This design comes from an exercise in tuning for small area on the open sky130 flow, not from production work. No functional check of the RTL was part of this run.

<file path="flow/config.mk">
export PLATFORM = sky130hd
export DESIGN_NAME = synth_unit
export DESIGN_NICKNAME = synth_unit
export VERILOG_FILES = /design/flow/design.v
export SDC_FILE = /design/flow/constraint.sdc
export NUM_CORES = 4
export LEC_CHECK = 0
export CAP_MARGIN = 20
export CORE_MARGIN = 2
export CORE_UTILIZATION = 40
export PLACE_DENSITY = 0.6
export SLEW_MARGIN = 20
</file>
<file path="flow/constraint.sdc">
create_clock -name core_clock -period 13.0 [get_ports {clk_i}]
set_input_delay 2.6000 -clock core_clock [delete_from_list [all_inputs] [get_ports {clk_i}]]
set_output_delay 2.6000 -clock core_clock [all_outputs]
set_load 0.01 [all_outputs]
</file>
<file path="flow/design.v">
`timescale 1ns/1ps
`default_nettype none
module voice_registers (
    input  logic clk_i,
    input  logic rst_n_i,
    input  logic write_i,
    input  logic [2:0] write_offset_i,
    input  logic [31:0] write_data_i,
    input  logic [3:0] write_strobe_i,
    input  logic [2:0] read_offset_i,
    output logic [31:0] read_data_o,
    output logic cfg_enable_o,
    output logic [1:0] cfg_wave_sel_o,
    output logic [31:0] cfg_increment_o,
    output logic [15:0] cfg_gain_o,
    output logic start_o
);
    localparam logic [2:0] VOICE_CTRL_REG = 3'd0;
    localparam logic [2:0] VOICE_INC_REG = 3'd1;
    localparam logic [2:0] VOICE_GAIN_REG = 3'd2;
    logic enable_q;  
    logic [1:0] wave_sel_q;  
    logic [31:0] inc_q;
    logic [15:0] gain_q;
    logic start_q;
    logic [31:0] ctrl_word, gain_word;
    logic [31:0] old_word, new_word;
    assign ctrl_word = {28'b0, wave_sel_q, 1'b0, enable_q};
    assign gain_word = {16'b0, gain_q};
    always_comb begin
        case (write_offset_i)  
            VOICE_CTRL_REG: old_word = ctrl_word;
            VOICE_INC_REG:  old_word = inc_q;
            VOICE_GAIN_REG: old_word = gain_word;
            default:        old_word = '0;
        endcase
        case (read_offset_i)  
            VOICE_CTRL_REG: read_data_o = ctrl_word;
            VOICE_INC_REG:  read_data_o = inc_q;
            VOICE_GAIN_REG: read_data_o = gain_word;
            default:        read_data_o = '0;
        endcase
    end
    always_comb begin
        for (int b = 0; b < 4; b++) begin
            new_word[b*8 +: 8] = write_strobe_i[b] ? write_data_i[b*8 +: 8] : old_word[b*8 +: 8];
        end
    end
    always_ff @(posedge clk_i) begin
        if (!rst_n_i) begin
            enable_q <= 1'b0;
            wave_sel_q <= '0;
            inc_q <= '0;
            gain_q <= '0;
            start_q <= 1'b0;
        end else begin
            start_q <= 1'b0;  
            if (write_i) begin
                case (write_offset_i)
                    VOICE_CTRL_REG: begin
                        enable_q <= new_word[0];
                        start_q <= new_word[1];
                        wave_sel_q <= new_word[3:2];
                    end
                    VOICE_INC_REG:  inc_q <= new_word;
                    VOICE_GAIN_REG: gain_q <= new_word[15:0];
                    default: ;
                endcase
            end
        end
    end
    assign cfg_enable_o = enable_q;
    assign cfg_wave_sel_o = wave_sel_q;
    assign cfg_increment_o = inc_q;
    assign cfg_gain_o = gain_q;
    assign start_o = start_q;
endmodule
`default_nettype wire
`timescale 1ns/1ps
`default_nettype none
module unit_registers #(
    parameter int NUM_VOICES = 4
) (
    input  logic clk_i,
    input  logic rst_n_i,
    input  logic write_i,
    input  logic [11:0] write_addr_i,
    input  logic [31:0] write_data_i,  
    input  logic [3:0] write_strobe_i,
    input  logic read_i,
    input  logic [11:0] read_addr_i,
    output logic [31:0] read_data_o,
    output logic [NUM_VOICES-1:0] cfg_enable_o,
    output logic [2*NUM_VOICES-1:0] cfg_wave_sel_o,
    output logic [32*NUM_VOICES-1:0] cfg_increment_o,
    output logic [16*NUM_VOICES-1:0] cfg_gain_o,
    output logic [NUM_VOICES-1:0] voice_start_o,
    output logic [31:0] duty_o,
    output logic run_o
);
    localparam int REG_ADDR_W = 12;  
    localparam logic [11:0] VOICE_BASE_ADDR = 12'h800;  
    localparam int VOICE_OFF_W = 3;  
    localparam logic [11:0] DUTY_ADDR = 12'h820;  
    localparam logic [11:0] RUN_ADDR = 12'h821;  
    logic [REG_ADDR_W-1:0] wr_rel, rd_rel;  
    logic [NUM_VOICES-1:0] wr_hit, rd_hit;
    logic [32*NUM_VOICES-1:0] blk_data;
    logic [31:0] duty_q, duty_new;
    logic run_q;
    assign wr_rel = write_addr_i - VOICE_BASE_ADDR;
    assign rd_rel = read_addr_i - VOICE_BASE_ADDR;
    for (genvar v = 0; v < NUM_VOICES; v++) begin : g_voice
        assign wr_hit[v] = write_i && (wr_rel[REG_ADDR_W-1:VOICE_OFF_W] == v);
        assign rd_hit[v] = (rd_rel[REG_ADDR_W-1:VOICE_OFF_W] == v);
        voice_registers u_voice (
            .clk_i           ( clk_i                          ),
            .rst_n_i         ( rst_n_i                        ),
            .write_i         ( wr_hit[v]                      ),
            .write_offset_i  ( write_addr_i[VOICE_OFF_W-1:0]  ),
            .write_data_i    ( write_data_i                   ),
            .write_strobe_i  ( write_strobe_i                 ),
            .read_offset_i   ( read_addr_i[VOICE_OFF_W-1:0]   ),
            .read_data_o     ( blk_data[32*v +: 32]           ),
            .cfg_enable_o    ( cfg_enable_o[v]                ),
            .cfg_wave_sel_o  ( cfg_wave_sel_o[2*v +: 2]       ),
            .cfg_increment_o ( cfg_increment_o[32*v +: 32]    ),
            .cfg_gain_o      ( cfg_gain_o[16*v +: 16]         ),
            .start_o         ( voice_start_o[v]               )
        );
    end
    always_comb begin
        for (int b = 0; b < 4; b++) begin
            duty_new[b*8 +: 8] = write_strobe_i[b] ? write_data_i[b*8 +: 8] : duty_q[b*8 +: 8];
        end
    end
    always_ff @(posedge clk_i) begin
        if (!rst_n_i) begin
            duty_q <= '0;
            run_q <= 1'b0;
        end else if (write_i) begin
            if (write_addr_i == DUTY_ADDR) duty_q <= duty_new;
            if (write_addr_i == RUN_ADDR && write_strobe_i[0]) run_q <= write_data_i[0];
        end
    end
    assign duty_o = duty_q;
    assign run_o = run_q;
    always_comb begin
        read_data_o = '0;
        for (int v = 0; v < NUM_VOICES; v++) begin
            if (rd_hit[v]) read_data_o = read_data_o | blk_data[32*v +: 32];
        end
        if (read_addr_i == DUTY_ADDR) read_data_o = read_data_o | duty_q;
        if (read_addr_i == RUN_ADDR) read_data_o = read_data_o | {31'b0, run_q};
        if (!read_i) read_data_o = '0;  
    end
endmodule
`default_nettype wire
`timescale 1ns/1ps
`default_nettype none
module voice_generator #(
    parameter int NUM_VOICES = 4
) (
    input  logic clk_i,
    input  logic rst_n_i,
    input  logic [NUM_VOICES-1:0] cfg_enable_i,
    input  logic [2*NUM_VOICES-1:0] cfg_wave_sel_i,  
    input  logic [32*NUM_VOICES-1:0] cfg_increment_i,  
    input  logic [16*NUM_VOICES-1:0] cfg_gain_i,  
    input  logic [NUM_VOICES-1:0] voice_start_i,
    input  logic [31:0] duty_i,
    input  logic run_i,
    output logic [32*NUM_VOICES-1:0] frame_o,
    output logic frame_valid_o,
    input  logic frame_ready_i
);
    localparam logic [1:0] WAVE_SAW = 2'd0;
    logic [31:0] phase_q [NUM_VOICES];
    logic [32*NUM_VOICES-1:0] frame_d, frame_q;
    logic valid_q;
    logic load;  
    assign load = run_i && (!valid_q || frame_ready_i);
    always_comb begin
        for (int v = 0; v < NUM_VOICES; v++) begin
            frame_d[16*v +: 16] = cfg_gain_i[16*v +: 16];
            if (!cfg_enable_i[v]) begin
                frame_d[16*(NUM_VOICES+v) +: 16] = '0;  
            end else if (cfg_wave_sel_i[2*v +: 2] == WAVE_SAW) begin
                frame_d[16*(NUM_VOICES+v) +: 16] = phase_q[v][31:16];  
            end else if (phase_q[v] < duty_i) begin
                frame_d[16*(NUM_VOICES+v) +: 16] = 16'sh7FFF;
            end else begin
                frame_d[16*(NUM_VOICES+v) +: 16] = -16'sh7FFF;  
            end
        end
    end
    always_ff @(posedge clk_i) begin
        if (!rst_n_i) begin
            for (int v = 0; v < NUM_VOICES; v++) phase_q[v] <= '0;
            valid_q <= 1'b0;
        end else begin
            for (int v = 0; v < NUM_VOICES; v++) begin
                if (voice_start_i[v]) begin
                    phase_q[v] <= '0;  
                end else if (load && cfg_enable_i[v]) begin
                    phase_q[v] <= phase_q[v] + cfg_increment_i[32*v +: 32];
                end
            end
            if (load) valid_q <= 1'b1;
            else if (frame_ready_i) valid_q <= 1'b0;  
        end
    end
    always_ff @(posedge clk_i) begin
        if (load) frame_q <= frame_d;
    end
    assign frame_o = frame_q;
    assign frame_valid_o = valid_q;
endmodule
`default_nettype wire
`timescale 1ns/1ps
`default_nettype none
module sample_fifo #(
    parameter int WIDTH = 128,
    parameter int FIFO_DEPTH = 8  
) (
    input  logic clk_i,
    input  logic rst_n_i,
    input  logic [WIDTH-1:0] in_i,
    input  logic in_valid_i,
    output logic in_ready_o,
    output logic [WIDTH-1:0] out_o,
    output logic out_valid_o,
    input  logic out_ready_i
);
    localparam int FIFO_PTR_W = $clog2(FIFO_DEPTH);
    logic [WIDTH-1:0] mem [FIFO_DEPTH];
    logic [FIFO_PTR_W-1:0] wr_ptr, rd_ptr;  
    logic [FIFO_PTR_W:0] count;  
    logic push, pop;
    assign in_ready_o = (count != (FIFO_PTR_W+1)'(FIFO_DEPTH));
    assign out_valid_o = (count != '0);
    assign push = in_valid_i && in_ready_o;
    assign pop = out_valid_o && out_ready_i;
    assign out_o = mem[rd_ptr];  
    always_ff @(posedge clk_i) begin
        if (push) mem[wr_ptr] <= in_i;
    end
    always_ff @(posedge clk_i) begin
        if (!rst_n_i) begin
            wr_ptr <= '0;
            rd_ptr <= '0;
            count <= '0;
        end else begin
            if (push) wr_ptr <= wr_ptr + 1'b1;
            if (pop) rd_ptr <= rd_ptr + 1'b1;
            case ({push, pop})
                2'b10:   count <= count + 1'b1;
                2'b01:   count <= count - 1'b1;
                default: count <= count;
            endcase
        end
    end
endmodule
`default_nettype wire
`timescale 1ns/1ps
`default_nettype none
module voice_mixer #(
    parameter int NUM_VOICES = 4
) (
    input  logic clk_i,
    input  logic rst_n_i,
    input  logic [32*NUM_VOICES-1:0] frame_i,
    input  logic frame_valid_i,
    output logic frame_ready_o,
    output logic [15:0] sample_o,
    output logic sample_valid_o,
    input  logic sample_ready_i
);
    logic signed [31:0] prod;  
    logic signed [19:0] sum;  
    logic [15:0] sat;
    logic [15:0] sample_q;
    logic valid_q;
    always_comb begin
        sum = '0;
        for (int v = 0; v < NUM_VOICES; v++) begin
            prod = $signed(frame_i[16*(NUM_VOICES+v) +: 16]) * $signed(frame_i[16*v +: 16]);
            sum = sum + 20'(prod >>> 15);  
        end
        if (sum > 20'sd32767) sat = 16'h7FFF;
        else if (sum < -20'sd32768) sat = 16'h8000;
        else sat = sum[15:0];
    end
    assign frame_ready_o = !valid_q || sample_ready_i;
    always_ff @(posedge clk_i) begin
        if (!rst_n_i) begin
            valid_q <= 1'b0;
        end else if (frame_valid_i && frame_ready_o) begin
            valid_q <= 1'b1;
        end else if (sample_ready_i) begin
            valid_q <= 1'b0;
        end
    end
    always_ff @(posedge clk_i) begin
        if (frame_valid_i && frame_ready_o) sample_q <= sat;  
    end
    assign sample_o = sample_q;
    assign sample_valid_o = valid_q;
endmodule
`default_nettype wire
`timescale 1ns/1ps
`default_nettype none
module synth_unit (
    input  logic clk_i,
    input  logic rst_n_i,
    input  logic reg_write_i,
    input  logic [11:0] reg_write_addr_i,
    input  logic [31:0] reg_write_data_i,  
    input  logic [3:0] reg_write_strobe_i,
    input  logic reg_read_i,
    input  logic [11:0] reg_read_addr_i,
    output logic [31:0] read_data_o,
    output logic [15:0] sample_o,
    output logic sample_valid_o,
    input  logic sample_ready_i
);
    localparam int NUM_VOICES = 4;  
    localparam int FIFO_DEPTH = 8;  
    logic [NUM_VOICES-1:0] cfg_enable;
    logic [2*NUM_VOICES-1:0] cfg_wave_sel;
    logic [32*NUM_VOICES-1:0] cfg_increment;
    logic [16*NUM_VOICES-1:0] cfg_gain;
    logic [NUM_VOICES-1:0] voice_start;
    logic [31:0] duty;
    logic run;
    logic [32*NUM_VOICES-1:0] gen_frame, mix_frame;  
    logic gen_valid, gen_ready, mix_valid, mix_ready;
    unit_registers #(.NUM_VOICES(NUM_VOICES)) u_regs (
        .clk_i           ( clk_i              ),
        .rst_n_i         ( rst_n_i            ),
        .write_i         ( reg_write_i        ),
        .write_addr_i    ( reg_write_addr_i   ),
        .write_data_i    ( reg_write_data_i   ),
        .write_strobe_i  ( reg_write_strobe_i ),
        .read_i          ( reg_read_i         ),
        .read_addr_i     ( reg_read_addr_i    ),
        .read_data_o     ( read_data_o        ),
        .cfg_enable_o    ( cfg_enable         ),
        .cfg_wave_sel_o  ( cfg_wave_sel       ),
        .cfg_increment_o ( cfg_increment      ),
        .cfg_gain_o      ( cfg_gain           ),
        .voice_start_o   ( voice_start        ),
        .duty_o          ( duty               ),
        .run_o           ( run                )
    );
    voice_generator #(.NUM_VOICES(NUM_VOICES)) u_gen (
        .clk_i (clk_i), .rst_n_i (rst_n_i),
        .cfg_enable_i (cfg_enable), .cfg_wave_sel_i (cfg_wave_sel),
        .cfg_increment_i (cfg_increment), .cfg_gain_i (cfg_gain),
        .voice_start_i (voice_start), .duty_i (duty), .run_i (run),
        .frame_o (gen_frame), .frame_valid_o (gen_valid), .frame_ready_i (gen_ready)
    );
    sample_fifo #(.WIDTH(32*NUM_VOICES), .FIFO_DEPTH(FIFO_DEPTH)) u_fifo (
        .clk_i (clk_i), .rst_n_i (rst_n_i),
        .in_i (gen_frame), .in_valid_i (gen_valid), .in_ready_o (gen_ready),
        .out_o (mix_frame), .out_valid_o (mix_valid), .out_ready_i (mix_ready)
    );
    voice_mixer #(.NUM_VOICES(NUM_VOICES)) u_mix (
        .clk_i (clk_i), .rst_n_i (rst_n_i),
        .frame_i (mix_frame), .frame_valid_i (mix_valid), .frame_ready_o (mix_ready),
        .sample_o (sample_o), .sample_valid_o (sample_valid_o),
        .sample_ready_i (sample_ready_i)
    );
endmodule
`default_nettype wire
</file>
<file path="flow/run.sh">
#!/bin/bash
# synth_recipe.tcl (not shown) runs the flow's synth.tcl, then flattens the netlist and writes it again
# the make line also repeats each setting of config.mk as NAME=value (left out here)
make -C /OpenROAD-flow-scripts/flow DESIGN_CONFIG=/design/flow/config.mk WORK_HOME=/design/flow/orfs CLKGATE_MAP_FILE= SYNTH_SCRIPT=/design/flow/synth_recipe.tcl finish
</file>
==> flow_summary.yaml <==
cells_and_area:
  multiInputGateArea_um2: 59000
  final.fill_count: 24500
  synthToLayoutAreaGrowth_pct: 11.1
  drive_above_1_share_pct: 9.64
  seq_area_um2: 42800
  stdcell_area_um2: 120000
  fin_nets: 11200
logic_synthesis:
  synth_area_per_cell_um2: 11.6
  synth_top_area_cell: "edfxtp_1"
  post_synth_inst_count: 9291
  synth-async-reset-ratio_pct: 0
  distinct_cell_type_count_of_the_synthesized_netlist: 86
  synth_largest_type_area_fraction_pct: 32.5
  yosys_register_bits: 1552
  sequential_fraction_of_the_synthesis_area_pct: 39.7
  post_synth_instance_area_um2: 108000
  synth_area_leaders: "edfxtp_1 (33%), fa_1 (20%), dfxtp_1 (7.1%), ha_1 (7.0%), mux4_2 (5.5%)"
  synth_flop_cell: "edfxtp_1"
  number_of_enable_flip_flop_cells_after_synthesis: 1168
  ys_warn_count: 6
  mappedNetlistNets: 11000
sta:
  timing.final.setup_violations: 0
  maxClockFrequency_mhz: 82.4
  finalCritPeriodShare_pct: 93.4
  finalClockSkew_ns: 0.0784
  final_critical_path_setup_slack_ns: 0.858
  tns_ns: 0
  timing.slew.headroom_pct: 15.8
  report.final.slew_viol_count: 0
  worst-slew-pin-transition_ns: 1.26
  timing.final.hold_violations: 0
  rsz0062_at_grt: "false"
  finalCriticalPeriod_ns: 12.14
clock_tree:
  clock_tree.root_cell: "clkbuf_16"
  clock_tree_from_tritoncts: "done"
  cts.sink_count: 1552
  cts_buffers: 165
  clkSlewWorstSetupHoldPaths_ns: 0.07
  cts.hold.buffers_added: 0
  cts_htree_levels: 4
  clock_insertion_delay_worst_skew_ns: 0.86
  clockBufferDepth: 3
global_routing:
  grt_start_max_net_pins: 109
  via_count_of_the_first_global_routing_pass: 73700
  global_route.overflow_total: 0
  antenna_found_initial: 10
  groute.usage.overall_pct: 23.9
  grt_pass1_wl_mm: 486
drt:
  wire_length_per_cell_after_detailed_routing_um: 25.0
  drt_iter0_drc: 6526
  drt.antenna.violating_nets: 0
  vias_per_cell: 5.49
  drt_drc_violations_left: 0
  drt_pre_antenna_iters: 8
  route.final.wire_length_mm: 328
  route.vias.total: 72200
placed_design:
  placedInstanceArea_um2: 114000
  pre_cts_ws_ns: 0.401
  hpwlAfterDp_mm: 249
  number_of_i_o_port_buffers: 113
  finalWeightedCongestion: 0.997
worst_setup_path:
  crit_path_end_kind: "flip-flop"
  setup.worst_path.class: "flip-flop to flip-flop"
  start_kind: "flip-flop"
  critical_path.max_stage_delay_ns: 0.73
  path_max_fanout: 25
  crit_path_frequent_cell: "fa_1"
  worst_ep_arrival_time_ns: 12.75
  worst-r2r-setup-slack_ns: 0.86
  cp_slowest_cell: "xnor2_1"
  cp_data_required_time_ns: 13.61
die:
  die_w_um: 523
  core.rowCount: 190
  pin_count: 114
  overall_die_height_um: 523
  die_area_um2: 274000
  core_region_area_um2: 268000
  initial_utilization_pct: 40.2
run_status:
  run_status: "timing/DRC/antenna clean"
min_path:
  min_from: "u_gen.phase_q[3][0]"
  hold_path_class: "flip-flop to flip-flop"
run:
  cap_viol_max_count: 0
## synth_stat cells (29+ instances only)
| library cell | number |
|---|---|
| a211oi_1 | 29 |
| a21boi_0 | 214 |
| a21o_1 | 197 |
| a21oi_1 | 329 |
| a221oi_1 | 86 |
| a22oi_1 | 68 |
| and2_1 | 69 |
| and3_1 | 38 |
| buf_1 | 43 |
| clkbuf_1 | 275 |
| dfxtp_1 | 384 |
| edfxtp_1 | 1168 |
| fa_1 | 1068 |
| ha_1 | 605 |
| inv_1 | 1299 |
| mux2_2 | 101 |
| mux2i_1 | 150 |
| mux4_2 | 262 |
| nand2_1 | 1113 |
| nand2b_1 | 84 |
| nand3_1 | 134 |
| nand4_1 | 36 |
| nor2_1 | 607 |
| nor2b_1 | 151 |
| nor3_1 | 51 |
| o21a_1 | 29 |
| o21ai_0 | 150 |
| o21bai_1 | 29 |
| or2_2 | 29 |
| xnor2_1 | 161 |
| xor2_1 | 66 |
## final timing paths
kind	to	depth (start not counted)
worst max-delay path	u_mix.sample_q[2]	46
worst min-delay path	u_gen.phase_q[3][0]	2
worst max register to register	u_mix.sample_q[2]	46
worst min register to register	u_gen.phase_q[3][0]	2
## registers in the layout, summed over array words and instances (netlist names), 3 cells and up, named ones only
name,flops
u_fifo.count,4
u_fifo.mem,1024
u_fifo.rd_ptr,3
u_fifo.wr_ptr,3
u_gen.frame_q,128
u_gen.phase_q,128
u_mix.sample_q,16
u_regs.duty_q,32
u_regs.g_voice.u_voice.enable_q,4
u_regs.g_voice.u_voice.gain_q,64
u_regs.g_voice.u_voice.inc_q,128
u_regs.g_voice.u_voice.start_q,4
u_regs.g_voice.u_voice.wave_sel_q,8
## critical path: cells and delay by family, from the launching register on
family	cells	cell delay, ns
DFF	1	0.36
and+or+nand+nor	5	0.48
AOI/OAI and AO/OA	17	3.77
xor gates and xnor gates	2	0.83
buffers and inverters	10	1.32
muxes	2	0.71
adders and majority gates	10	4.44
## cells in the final DEF (no fill, tap or decap), types with 22 or more instances in the layout
cell             synthesis  final
inv_1                 1299   1299
edfxtp_1              1168   1168
nand2_1               1113   1113
fa_1                  1068   1068
ha_1                   605    605
nor2_1                 607    596
dfxtp_1                384    381
a21oi_1                329    329
mux4_2                 262    262
a21boi_0               214    214
a21o_1                 197    197
buf_4                    1    197
clkbuf_16                0    169
xnor2_1                161    161
o21ai_0                150    150
mux2i_1                150    146
nor2b_1                151    146
nand3_1                134    134
clkdlybuf4s50_1          0    111
mux2_2                 101    101
a221oi_1                86     85
nand2b_1                84     84
a22oi_1                 68     68
and2_1                  69     67
xor2_1                  66     65
nor3_1                  51     46
and3_1                  38     38
nand4_1                 36     36
or2_2                   29     29
o21a_1                  29     29
a211oi_1                29     29
o21bai_1                29     29
clkbuf_1               275     28
or3_1                   22     22
clkinv_1                 1     22
## cell families after synthesis
family                   synth area share, %
AO/OA/AOI/OAI                           8.16
XOR/XNOR                                1.84
adder cells (fa/ha/maj)                 26.9
buffers and inverters                   5.73
flip-flops                              39.7
multiplexers                            7.92
AND/OR/NAND/NOR                         9.80
## per-layer routing
layer / up-vias / global-route usage (%) / part of all wire [%]
met5: - / 0 / 0.014
met4: 6 / 10.1 / 4.8
met3: 583 / 3.68 / 7.0
met2: 2817 / 37.1 / 45
met1: 36900 / 33.4 / 43
li1: 31900 / - / -
## final cells by class
type | count | share of cell area (%)
inverters | 1300 | 4.08
multi-input cells | 6107 | 49.3
clock buffers | 207 | 3.74
diodes | 4 | 0.00836
well taps | 3552 | 3.71
clock inverters | 92 | 0.937
repair buffers | 330 | 2.49
flip-flops and latches | 1552 | 35.7
## through the flow
stage / instances / hold WS (ns) / utilization, %
after CTS: 13100 / 0.473 / 44.6
after global routing: 13100 / 0.496 / 44.7
after detailed placement: 12800 / 0.464 / 42.5
final: 13100 / 0.471 / 44.7
after global placement: 12800 / 0.454 / 42.5
after floorplan: 9291 / 0.448 / -
## what timing repair did
action,in CTS,in global routing
setup buffers,0,7
gates resized for setup,0,7
endpoints found under the setup margin,0,16

[what the ideal ports hide]
How much do the figures lean on ideal ports? The routed layout below was timed once more, with nothing changed but the port constraints.
Step 1 sets driving cells, clkbuf_16 on the clock port and buf_2 on the other inputs (assumed; they add their load-dependent delay and slew).
Step 2, shift: input delay + t, output delay - t, t = (earliest + latest rising clock arrival at the registers) / 2. This alone moves slack from input paths to output paths.
Three values: ideal, step 1, step 2; two values: the first two.
shift t [ns]: 0.917
setup slack, ns: 0.858 / 0.858 / 0.858
worst hold slack (ns): 0.471 / 0.471 / 0.471
After both steps setup and hold are still met in this run. For this run, drivers alone change the setup slack by 0.000 ns; drivers and shift together by 0.000 ns.
